From an optimization exercise on the open Yosys and OpenROAD flow, aimed at small area; shortcuts taken in it are not production practice.
The RTL was checked by simulation tests, not by an equivalence proof against the original design.

==> inputs of v22 <==
==> flow/design.v <==
package systolic_pkg;
  localparam int N = 4;
  typedef logic [N-1:0][N-1:0][7:0]  matIn_t;
  typedef logic [N-1:0][N-1:0][31:0] matOut_t;
  typedef enum logic [1:0] {
    IDLE    = 2'd0,
    LAUNCH  = 2'd1,
    WAIT    = 2'd2,
    RESPOND = 2'd3
  } state_t;
endpackage
module rr_arb2 (
  input  logic [1:0] req,
  input  logic       last_grant,
  output logic [1:0] grant
);
  always_comb begin
    grant = req;
    if (req == 2'b11) begin
      grant = last_grant ? 2'b01 : 2'b10;
    end
  end
endmodule
module systolic_job_arbiter #(
  parameter int TIMEOUT_CYCLES = 31
) (
  input  logic                         i_clk,
  input  logic                         i_arst,
  input  logic [1:0]                   i_reqValid,
  output logic [1:0]                   o_reqReady,
  input  logic [1:0][systolic_pkg::N-1:0][systolic_pkg::N-1:0][7:0] i_reqA,
  input  logic [1:0][systolic_pkg::N-1:0][systolic_pkg::N-1:0][7:0] i_reqB,
  output logic [1:0]                   o_rspValid,
  input  logic [1:0]                   i_rspReady,
  output logic [systolic_pkg::N-1:0][systolic_pkg::N-1:0][31:0]    o_rspC,
  output logic                         o_rspErr,
  output logic [systolic_pkg::N-1:0][systolic_pkg::N-1:0][7:0]     o_engA,
  output logic [systolic_pkg::N-1:0][systolic_pkg::N-1:0][7:0]     o_engB,
  output logic                         o_engValidInput,
  input  logic [systolic_pkg::N-1:0][systolic_pkg::N-1:0][31:0]    i_engC,
  input  logic                         i_engValidResult,
  output logic                         o_busy
);
  localparam int CW = $clog2(TIMEOUT_CYCLES + 1);
  systolic_pkg::state_t          state;
  logic            last_grant;
  logic            id_q;
  logic            err_q;
  logic [CW-1:0]   cnt;
  systolic_pkg::matIn_t          a_q;
  systolic_pkg::matIn_t          b_q;
  systolic_pkg::matOut_t         c_q;
  logic [1:0]      grant;
  logic            accept;
  rr_arb2 u_rr_arb2 (
    .req        (i_reqValid),
    .last_grant (last_grant),
    .grant      (grant)
  );
  assign accept          = (state == systolic_pkg::IDLE) && (|grant);
  assign o_reqReady      = ((state == systolic_pkg::IDLE) && !i_arst) ? grant : 2'b00;
  assign o_engValidInput = (state == systolic_pkg::LAUNCH);
  assign o_busy          = (state != systolic_pkg::IDLE);
  assign o_rspValid      = (state == systolic_pkg::RESPOND) ? (id_q ? 2'b10 : 2'b01) : 2'b00;
  assign o_rspC          = c_q;
  assign o_rspErr        = err_q;
  assign o_engA          = a_q;
  assign o_engB          = b_q;
  always_ff @(posedge i_clk or posedge i_arst) begin
    if (i_arst) begin
      state      <= systolic_pkg::IDLE;
      last_grant <= 1'b1;
      id_q       <= 1'b0;
      err_q      <= 1'b0;
      cnt        <= '0;
      a_q        <= '0;
      b_q        <= '0;
      c_q        <= '0;
    end else begin
      case (state)
        systolic_pkg::IDLE: begin
          if (accept) begin
            a_q        <= i_reqA[grant[1]];
            b_q        <= i_reqB[grant[1]];
            id_q       <= grant[1];
            last_grant <= grant[1];
            state      <= systolic_pkg::LAUNCH;
          end
        end
        systolic_pkg::LAUNCH: begin
          cnt   <= '0;
          state <= systolic_pkg::WAIT;
        end
        systolic_pkg::WAIT: begin
          if (i_engValidResult) begin
            c_q   <= i_engC;
            err_q <= 1'b0;
            state <= systolic_pkg::RESPOND;
          end else if (cnt == CW'(TIMEOUT_CYCLES - 1)) begin
            c_q   <= '0;
            err_q <= 1'b1;
            state <= systolic_pkg::RESPOND;
          end else begin
            cnt <= cnt + 1'b1;
          end
        end
        systolic_pkg::RESPOND: begin
          if (i_rspReady[id_q]) begin
            state <= systolic_pkg::IDLE;
          end
        end
        default: state <= systolic_pkg::IDLE;
      endcase
    end
  end
endmodule
==> flow/run.sh <==
#!/bin/bash
# synth_recipe.tcl (not shown) runs the flow's synth.tcl, then flattens the netlist and writes it again
# the make line also repeats each setting of config.mk as NAME=value (left out here)
make -C /OpenROAD-flow-scripts/flow DESIGN_CONFIG=/design/flow/config.mk WORK_HOME=/design/flow/orfs CLKGATE_MAP_FILE= SYNTH_SCRIPT=/design/flow/synth_recipe.tcl finish
==> flow/config.mk <==
export PLATFORM = sky130hd
export DESIGN_NAME = systolic_job_arbiter
export DESIGN_NICKNAME = systolic_job_arbiter
export VERILOG_FILES = /design/flow/design.v
export SDC_FILE = /design/flow/constraint.sdc
export NUM_CORES = 4
export LEC_CHECK = 0
export CAP_MARGIN = 20
export CORE_AREA = 10 10 650 650
export DIE_AREA = 0 0 660 660
export SLEW_MARGIN = 20
==> flow/constraint.sdc <==
create_clock -name core_clock -period 5.0 [get_ports {i_clk}]
set_input_delay 1.0000 -clock core_clock [delete_from_list [all_inputs] [get_ports {i_clk}]]
set_output_delay 1.0000 -clock core_clock [all_outputs]
set_load 0.01 [all_outputs]
==> inputs of v6, as changes to v22 <==
--- a/flow/design.v
+++ b/flow/design.v
@@ -43,13 +43,26 @@
 );
-  localparam int CW = $clog2(TIMEOUT_CYCLES + 1);
+  localparam int CW = 5;
+  localparam int MW = systolic_pkg::N * systolic_pkg::N * 8;    
+  localparam int RW = systolic_pkg::N * systolic_pkg::N * 32;   
+  localparam logic [CW-1:0] LFSR_SEED = '1;
+  function automatic logic [CW-1:0] lfsr_next(input logic [CW-1:0] v);
+    lfsr_next = {v[CW-2:0], v[4] ^ v[2]};
+  endfunction
+  function automatic logic [CW-1:0] lfsr_after(input logic [CW-1:0] v, input int n);
+    logic [CW-1:0] r;
+    r = v;
+    for (int k = 0; k < n; k++) r = lfsr_next(r);
+    lfsr_after = r;
+  endfunction
+  localparam logic [CW-1:0] LFSR_LAST = lfsr_after(LFSR_SEED, TIMEOUT_CYCLES - 1);
   systolic_pkg::state_t          state;
-  logic            last_grant;
-  logic            id_q;
+  logic            last_grant;   
   logic            err_q;
   logic [CW-1:0]   cnt;
-  systolic_pkg::matIn_t          a_q;
-  systolic_pkg::matIn_t          b_q;
-  systolic_pkg::matOut_t         c_q;
+  logic [MW-1:0]  a_q, a0, a1;
+  logic [MW-1:0]  b_q, b0, b1;
+  logic [RW-1:0] c_q, c_in;
   logic [1:0]      grant;
-  logic            accept;
+  logic            idle, launch, waiting, respond;
+  logic            done_wait;
   rr_arb2 u_rr_arb2 (
@@ -59,7 +72,11 @@
   );
-  assign accept          = (state == systolic_pkg::IDLE) && (|grant);
-  assign o_reqReady      = ((state == systolic_pkg::IDLE) && !i_arst) ? grant : 2'b00;
-  assign o_engValidInput = (state == systolic_pkg::LAUNCH);
-  assign o_busy          = (state != systolic_pkg::IDLE);
-  assign o_rspValid      = (state == systolic_pkg::RESPOND) ? (id_q ? 2'b10 : 2'b01) : 2'b00;
+  assign idle    = ~state[1] & ~state[0];
+  assign launch  = ~state[1] &  state[0];
+  assign waiting =  state[1] & ~state[0];
+  assign respond =  state[1] &  state[0];
+  assign done_wait       = i_engValidResult || (cnt == LFSR_LAST);
+  assign o_reqReady      = (idle && !i_arst) ? grant : 2'b00;
+  assign o_engValidInput = launch;
+  assign o_busy          = state[1] | state[0];
+  assign o_rspValid      = respond ? (last_grant ? 2'b10 : 2'b01) : 2'b00;
   assign o_rspC          = c_q;
@@ -72,8 +89,2 @@
       last_grant <= 1'b1;
-      id_q       <= 1'b0;
-      err_q      <= 1'b0;
-      cnt        <= '0;
-      a_q        <= '0;
-      b_q        <= '0;
-      c_q        <= '0;
     end else begin
@@ -81,6 +92,3 @@
         systolic_pkg::IDLE: begin
-          if (accept) begin
-            a_q        <= i_reqA[grant[1]];
-            b_q        <= i_reqB[grant[1]];
-            id_q       <= grant[1];
+          if (|grant) begin
             last_grant <= grant[1];
@@ -89,25 +97,6 @@
         end
-        systolic_pkg::LAUNCH: begin
-          cnt   <= '0;
-          state <= systolic_pkg::WAIT;
-        end
-        systolic_pkg::WAIT: begin
-          if (i_engValidResult) begin
-            c_q   <= i_engC;
-            err_q <= 1'b0;
-            state <= systolic_pkg::RESPOND;
-          end else if (cnt == CW'(TIMEOUT_CYCLES - 1)) begin
-            c_q   <= '0;
-            err_q <= 1'b1;
-            state <= systolic_pkg::RESPOND;
-          end else begin
-            cnt <= cnt + 1'b1;
-          end
-        end
-        systolic_pkg::RESPOND: begin
-          if (i_rspReady[id_q]) begin
-            state <= systolic_pkg::IDLE;
-          end
-        end
-        default: state <= systolic_pkg::IDLE;
+        systolic_pkg::LAUNCH:  state <= systolic_pkg::WAIT;
+        systolic_pkg::WAIT:    if (done_wait) state <= systolic_pkg::RESPOND;
+        systolic_pkg::RESPOND: if (i_rspReady[last_grant]) state <= systolic_pkg::IDLE;
+        default:               state <= systolic_pkg::IDLE;
       endcase
@@ -115,2 +104,44 @@
   end
+  logic sel0, sel1, hold_ab, ld_c, hold_c;
+  assign sel0    = idle & ~grant[1];
+  assign sel1    = idle &  grant[1];
+  assign hold_ab = ~idle;
+  assign ld_c    = waiting & i_engValidResult;
+  assign hold_c  = ~waiting;
+  logic [MW-1:0]  a_d, b_d;
+  logic [RW-1:0] c_d;
+  assign a0   = i_reqA[0];
+  assign a1   = i_reqA[1];
+  assign b0   = i_reqB[0];
+  assign b1   = i_reqB[1];
+  assign c_in = i_engC;
+  for (genvar i = 0; i < MW; i++) begin : g_ab
+    sja_pick3 u_a (.s0(sel0), .d0(a0[i]), .s1(sel1), .d1(a1[i]), .h(hold_ab), .q(a_q[i]),
+                   .y(a_d[i]));
+    sja_pick3 u_b (.s0(sel0), .d0(b0[i]), .s1(sel1), .d1(b1[i]), .h(hold_ab), .q(b_q[i]),
+                   .y(b_d[i]));
+  end
+  for (genvar i = 0; i < RW; i++) begin : g_c
+    sja_pick2 u_c (.s0(ld_c), .d0(c_in[i]), .h(hold_c), .q(c_q[i]), .y(c_d[i]));
+  end
+  always_ff @(posedge i_clk) begin
+    a_q <= a_d;
+    b_q <= b_d;
+    c_q <= c_d;
+    if (!respond) err_q <= !i_engValidResult;
+    if (launch) cnt <= LFSR_SEED;
+    else        cnt <= lfsr_next(cnt);
+  end
 endmodule
+module sja_pick3 (
+  input  logic s0, d0, s1, d1, h, q,
+  output logic y
+);
+  assign y = (s0 & d0) | (s1 & d1) | (h & q);
+endmodule
+module sja_pick2 (
+  input  logic s0, d0, h, q,
+  output logic y
+);
+  assign y = (s0 & d0) | (h & q);
+endmodule
==> flow/flow/run.sh (new file) <==
#!/bin/bash
# Standard ORFS layout with two changes: the port buffers are the smallest buffer cell
# (buf_1), and clock tree synthesis uses small clock buffers and adds no dummy loads.
# Each tool's output is kept in orfs/logs/ (one log per step); make's own output goes to
# make.log here.
set -euo pipefail
export BUFFER_PORTS_ARGS="-buffer_cell sky130_fd_sc_hd__buf_1"
export CTS_ARGS="-sink_clustering_enable -repair_clock_nets -dont_use_dummy_load -buf_list {sky130_fd_sc_hd__clkbuf_4 sky130_fd_sc_hd__clkbuf_8}"
bash standard.sh > make.log 2>&1
==> flow/standard.sh (new file) <==
#!/bin/bash
# synth_recipe.tcl (not shown) runs the flow's synth.tcl, then flattens the netlist and writes it again
# the make line also repeats each setting of config.mk as NAME=value (left out here)
make -C /OpenROAD-flow-scripts/flow DESIGN_CONFIG=/design/flow/config.mk WORK_HOME=/design/flow/orfs CLKGATE_MAP_FILE= SYNTH_SCRIPT=/design/flow/synth_recipe.tcl "${@:-finish}"
Settings changed: CORE_AREA 10 10 650 650 to 2 2 858 68, DIE_AREA 0 0 660 660 to 0 0 860 70, SYNTH_HIERARCHICAL set to 1.
removed: flow/run.sh
==> reports/qor.txt <==
Pin slew with the least headroom to its limit -> 1180 ps
Via count -> 29400
Crit path DAT -> 2590 ps
Die area -> 436000 µm²
Post-Route Utilization -> 14.4%
Status -> complete, no violations
Nets -> 5121
Total routed wirelength -> 364000 µm
Crit Path Max Fanout -> 4
Sequential fraction of the synthesis area -> 64.4%
[end of results for v22]
==> reports/qor.txt <==
Post-Route Utilization -> 59.1%
Nets -> 4778
Synth async-reset ratio -> 0.386%
Crit Path Max Fanout -> 14
Sequential fraction of the synthesis area -> 65.4%
Highest-delay cell along the critical path -> dfstp_2
Largest family of logic cells by synthesized area -> compound AO/OA/AOI/OAI gates
Fmax -> 268 MHz
Status -> complete, no violations
Via count -> 27000
Crit path DAT -> 2730 ps
[end of results for v6]

==> port drivers added, routing unchanged <==
The results above use ideal ports. As a check the final layouts listed here were re-extracted and re-timed, cells and wires unchanged. Step 1: set_driving_cell puts a clkbuf_16 on i_clk and a buf_2 on each other input, an assumption about the parent block. Step 2 moves the port delays by t, midway between the first and last clock arrival at a register: inputs arrive t later, outputs are due t later. That takes back most of the time a late clock gives input paths. Three values: ideal, step 1, step 2; two values: the first two.
run	t (ns)	slack for setup (ns)	slew at the worst register clock pin (ns)
v22	0.944	1.412 / 1.346 / 1.161	0.08 / 0.08
v6	0.780	1.272 / 1.199 / 1.280	0.11 / 0.11
After both steps every run listed still meets setup and hold. The setup slack of v22, which loses most, moves by -0.066 ns with the drivers and by -0.251 ns with both steps.
